Source: an optimization exercise on an open RTL-to-GDS flow (aim: small area). Production flows keep margins and buffers that such runs may drop.
In this exercise RTL edits were held to simulation tests only and were not proved equivalent to the original.
No activity file was given, so power comes from the tool's default toggle rates.

==> flow/design.v (excerpt) <==
module dual_wheel_incremental_pid_drive #(
	parameter int TICK_BITS = dwpid_pkg::TICK_BITS
) (
	input  logic                        clk,
	input  logic                        arst_n,
	input  logic                        psel,
	input  logic                        penable,
	input  logic                        pwrite,
	input  logic [4:0]                  paddr,
	input  logic [31:0]                 pwdata,
	output logic [31:0]                 prdata,
	output logic                        pready,
	input  logic                        in_valid,
	output logic                        in_stall,
	input  logic [2:0]                  cmd,
	input  logic signed [15:0]          speed,
	input  logic signed [TICK_BITS-1:0] left_ticks,
	input  logic signed [TICK_BITS-1:0] right_ticks,
	output logic                        out_valid,
	input  logic                        out_stall,
	output logic [15:0]                 left_duty,
	output logic [1:0]                  left_dir,
	output logic [15:0]                 right_duty,
	output logic [1:0]                  right_dir,
	output logic signed [15:0]          left_speed,
	output logic signed [15:0]          right_speed,
	output logic signed [31:0]          left_odometry,
	output logic signed [31:0]          right_odometry
);
clock: 12.0 ns
lec_check: 0
cap_margin: 20
core_margin: 2
core_utilization: 40
cts_buf_list: sky130_fd_sc_hd__clkbuf_16
cts_cluster_diameter: 120
cts_cluster_size: 24
slew_margin: 20
standard.sh (not shown) runs the stock make flow with config.mk's settings and CLKGATE_MAP_FILE= SYNTH_SCRIPT=/design/flow/synth_recipe.tcl, a recipe that flattens the netlist after the stock synthesis.
==> flow/flow/run.sh <==
#!/bin/bash
# The standard layout (standard.sh, unchanged synthesis) with two placement/CTS options:
# ports are buffered with the smallest buffer, and CTS adds no dummy loads.
set -euo pipefail
export BUFFER_PORTS_ARGS="-buffer_cell sky130_fd_sc_hd__buf_1"
export CTS_ARGS="-sink_clustering_enable -repair_clock_nets -sink_clustering_size 24 -sink_clustering_max_diameter 120 -buf_list sky130_fd_sc_hd__clkbuf_16 -dont_use_dummy_load"
bash standard.sh finish > standard.log 2>&1
Then changed:
--- a/flow/flow/run.sh
+++ b/flow/flow/run.sh
@@ -6 +6 @@
-export CTS_ARGS="-sink_clustering_enable -repair_clock_nets -sink_clustering_size 24 -sink_clustering_max_diameter 120 -buf_list sky130_fd_sc_hd__clkbuf_16 -dont_use_dummy_load"
+export CTS_ARGS="-sink_clustering_enable -repair_clock_nets -sink_clustering_size 16 -sink_clustering_max_diameter 100 -buf_list sky130_fd_sc_hd__clkbuf_8 -dont_use_dummy_load"
Result: Global-route usage hardly moves. Synthesized area does not change. Non-clock buffer count stays the same. Worst setup slack stays flat. Routed wire length goes up by 0.34%. Via count goes up by 0.46%. Sequential share of layout area goes up by 0.27 points. Sequential power stays flat. Design area goes down by 0.54%. Core utilization goes down by 0.24 points.
Then changed:
--- a/flow/flow/run.sh
+++ b/flow/flow/run.sh
@@ -6 +6 @@
-export CTS_ARGS="-sink_clustering_enable -repair_clock_nets -sink_clustering_size 16 -sink_clustering_max_diameter 100 -buf_list sky130_fd_sc_hd__clkbuf_8 -dont_use_dummy_load"
+export CTS_ARGS="-sink_clustering_enable -repair_clock_nets -sink_clustering_size 24 -sink_clustering_max_diameter 120 -buf_list sky130_fd_sc_hd__clkbuf_16 -dont_use_dummy_load"
- CORE_UTILIZATION: 40 -> 75
- CTS_BUF_LIST: sky130_fd_sc_hd__clkbuf_16 -> unset
- CTS_CLUSTER_DIAMETER: 120 -> unset
- CTS_CLUSTER_SIZE: 24 -> unset
Outcome:
- The new run ran to the end with no violations
- flip-flop and latch count does not change
- register-to-register slack is better by 0.25 ns
- design area decreases by 1.6%
- maximum frequency is higher by 2.2%
- via count grows by 2.9%
- cell count fell by 14%
- power grows by 1.8%

Another version of the RTL of dual_wheel_incremental_pid_drive (not shown whole).
Size in the first run: roughly 1600 cells after synthesis, roughly 440 flip-flops, about 260 I/O pins, roughly 0.020 mm^2 of cells after synthesis.
export LEC_CHECK = 0
export CAP_MARGIN = 0
export CORE_MARGIN = 2
export CORE_UTILIZATION = 40
export SLEW_MARGIN = 0
create_clock -name core_clock -period 12.0 [get_ports {clk}]
==> flow/flow/run.sh <==
#!/bin/bash
# The standard layout (standard.sh, with its synthesis unchanged) with two options changed:
# the port buffers are the smallest buffer cell, and clock tree synthesis uses clkbuf_16
# leaf clusters of up to 24 sinks and adds no dummy loads. All tool output goes to
# standard.log here and to ORFS's per-step logs under orfs/logs.
set -euo pipefail
export BUFFER_PORTS_ARGS="-buffer_cell sky130_fd_sc_hd__buf_1"
export CTS_ARGS="-sink_clustering_enable -repair_clock_nets -sink_clustering_size 24 -sink_clustering_max_diameter 120 -buf_list sky130_fd_sc_hd__clkbuf_16 -dont_use_dummy_load"
bash standard.sh finish > standard.log 2>&1
Rerun with:
==> flow/flow/run.sh (replaced) <==
#!/bin/bash
# The standard layout (standard.sh) with three options changed:
#  - synthesis runs flow/my_synth.tcl: the standard synthesis script, except that the
#    technology mapping uses Yosys's own (area-oriented) ABC script instead of ORFS's
#    delay-oriented one; registers, their names and cell types are unchanged;
#  - the port buffers are the smallest buffer cell;
#  - clock tree synthesis uses clkbuf_16 leaf clusters of up to 24 sinks and no dummy loads.
# All tool output goes to standard.log here and to ORFS's per-step logs under orfs/logs.
set -euo pipefail
HERE=$(pwd)
export BUFFER_PORTS_ARGS="-buffer_cell sky130_fd_sc_hd__buf_1"
export CTS_ARGS="-sink_clustering_enable -repair_clock_nets -sink_clustering_size 24 -sink_clustering_max_diameter 120 -buf_list sky130_fd_sc_hd__clkbuf_16 -dont_use_dummy_load"
bash standard.sh SYNTH_SCRIPT="$HERE/flow/my_synth.tcl" finish > standard.log 2>&1
==> flow/flow/my_synth.tcl (new file) <==
proc synth {args} { yosys synth -nofsm -noshare {*}$args }
# Same as synth_recipe.tcl (the standard synthesis), with ABC called without the ORFS script,
# constraint file and delay target.
# Technology mapping with Yosys's own ABC script for liberty mapping (area oriented), in place of
# ORFS's delay-oriented script; the -liberty and -dont_use arguments are kept.
proc abc {args} {
  set keep {}
  set i 0
  while {$i < [llength $args]} {
    set a [lindex $args $i]
    if {$a eq "-liberty" || $a eq "-dont_use"} {
      lappend keep $a [lindex $args [expr {$i + 1}]]
      incr i 2
    } elseif {$a eq "-script" || $a eq "-constr" || $a eq "-D"} {
      incr i 2
    } else {
      lappend keep $a
      incr i
    }
  }
  yosys abc {*}$keep
}
source $::env(SCRIPTS_DIR)/synth.tcl
# left out here: clear keep_hierarchy, flatten, clean up, hide names made inside functions, write 1_2_yosys.v
Settings changed: CAP_MARGIN 0 to 20, SLEW_MARGIN 0 to 20.
Effect: Die area is lower by 4.9%; utilization is higher by 1.5 points; register-to-register slack degrades by 70 ps; cell area falls by 3.1%; via count falls by 4.1%; first-iteration DRC count fell by 8.5%; hold slack improves by 49 ps.
Rerun with:
==> flow/flow/run.sh (replaced) <==
#!/bin/bash
set -euo pipefail
export BUFFER_PORTS_ARGS="-buffer_cell sky130_fd_sc_hd__buf_1"
export CTS_ARGS="-sink_clustering_enable -repair_clock_nets -sink_clustering_size 30 -sink_clustering_max_diameter 80 -buf_list sky130_fd_sc_hd__clkbuf_16 -dont_use_dummy_load"
bash standard.sh finish > standard.log 2>&1
removed: flow/flow/my_synth.tcl
The new run finished clean; routed wire length goes up by 7.5%; sequential share of layout area goes down by 2.3 points; count of clock-buffer cells in the layout goes up by 6; total power goes down by 8.7%; register-to-register slack improved by 130 ps; via count goes up by 3.5%.
Rerun with:
==> flow/flow/run.sh (replaced) <==
#!/bin/bash
# The standard layout (standard.sh, with its synthesis unchanged) with two options changed:
# the port buffers are the smallest buffer cell, and clock tree synthesis uses clkbuf_16
# leaf clusters of up to 24 sinks and adds no dummy loads. All tool output goes to
# standard.log here and to ORFS's per-step logs under orfs/logs.
set -euo pipefail
export BUFFER_PORTS_ARGS="-buffer_cell sky130_fd_sc_hd__buf_1"
export CTS_ARGS="-sink_clustering_enable -repair_clock_nets -sink_clustering_size 24 -sink_clustering_max_diameter 120 -buf_list sky130_fd_sc_hd__clkbuf_16 -dont_use_dummy_load"
bash standard.sh finish > standard.log 2>&1
Settings changed: CORE_UTILIZATION 40 to 65, PLACE_DENSITY set to 0.8.
After rerunning: The changed run ran to the end with no violations. Synthesized area is unchanged. Power goes down by 1.5%. Combinational power stays flat. Setup slack got worse by 130 ps. Final cell count goes down by 9.9%. Register-to-register slack got worse by 130 ps. Worst hold slack improved by 37 ps. Clock-buffer cell count goes down by 6. Wire length goes down by 4.5%.
Rerun with:
Settings changed: ABC_AREA set to 1, CORE_UTILIZATION 65 to 40, PLACE_DENSITY 0.8 to unset.
=> The new run ran to the end with no violations. Routed wire length grows by 5.9%. Register-to-register slack improved by 250 ps. Total power is lower by 2.3%. Flip-flop and latch count is unchanged. Sequential power hardly moves. Clock skew rises by 28 ps. Cell area increases by 2.7%. Worst hold slack barely changes. Global-route usage came out lower by 11 points.
Rerun with:
Settings changed: ABC_AREA 1 to unset, PLACE_DENSITY set to 0.85.
Outcome: Die area goes down by 1.2%. Combinational power goes up by about 4%. First-iteration DRC count climbs by 26%.

static timing again, ports no longer ideal:
The flow's constraints put no driver on any port. The routed layouts listed below were extracted and timed again, unchanged, in two steps.
Step 1 assumes that a clkbuf_16 drives the clock port and a buf_2 every other input.
Step 2 times the ports against the registers' clock, not the clock port: input delays grow and output delays shrink by t, the midpoint of the rising clock arrivals with the driver on.
a / b / c = ideal / step 1 / step 2; a / b = the first two.
run	t, ns	setup slack, ns	worst setup path after step 2	latest minus earliest clock arrival (ns)
the first run of note 1	0.593	0.504 / 0.504 / 0.504	register to register	0.072 / 0.072
the second run of note 1	0.688	0.504 / 0.504 / 0.504	register to register	0.085 / 0.085
the third run of note 1	0.568	0.752 / 0.752 / 0.752	register to register	0.085 / 0.084
the first run of note 2	0.595	0.822 / 0.822 / 0.822	register to register	0.065 / 0.066
the second run of note 2	0.588	0.748 / 0.748 / 0.748	register to register	0.071 / 0.070
the third run of note 2	0.609	0.876 / 0.876 / 0.876	register to register	0.060 / 0.060
the fourth run of note 2	0.581	0.741 / 0.741 / 0.741	register to register	0.042 / 0.042
the fifth run of note 2	0.595	0.988 / 0.988 / 0.988	register to register	0.062 / 0.063
the sixth run of note 2	0.603	0.712 / 0.712 / 0.712	register to register	0.060 / 0.061
After both steps setup and hold are still met in every run listed.
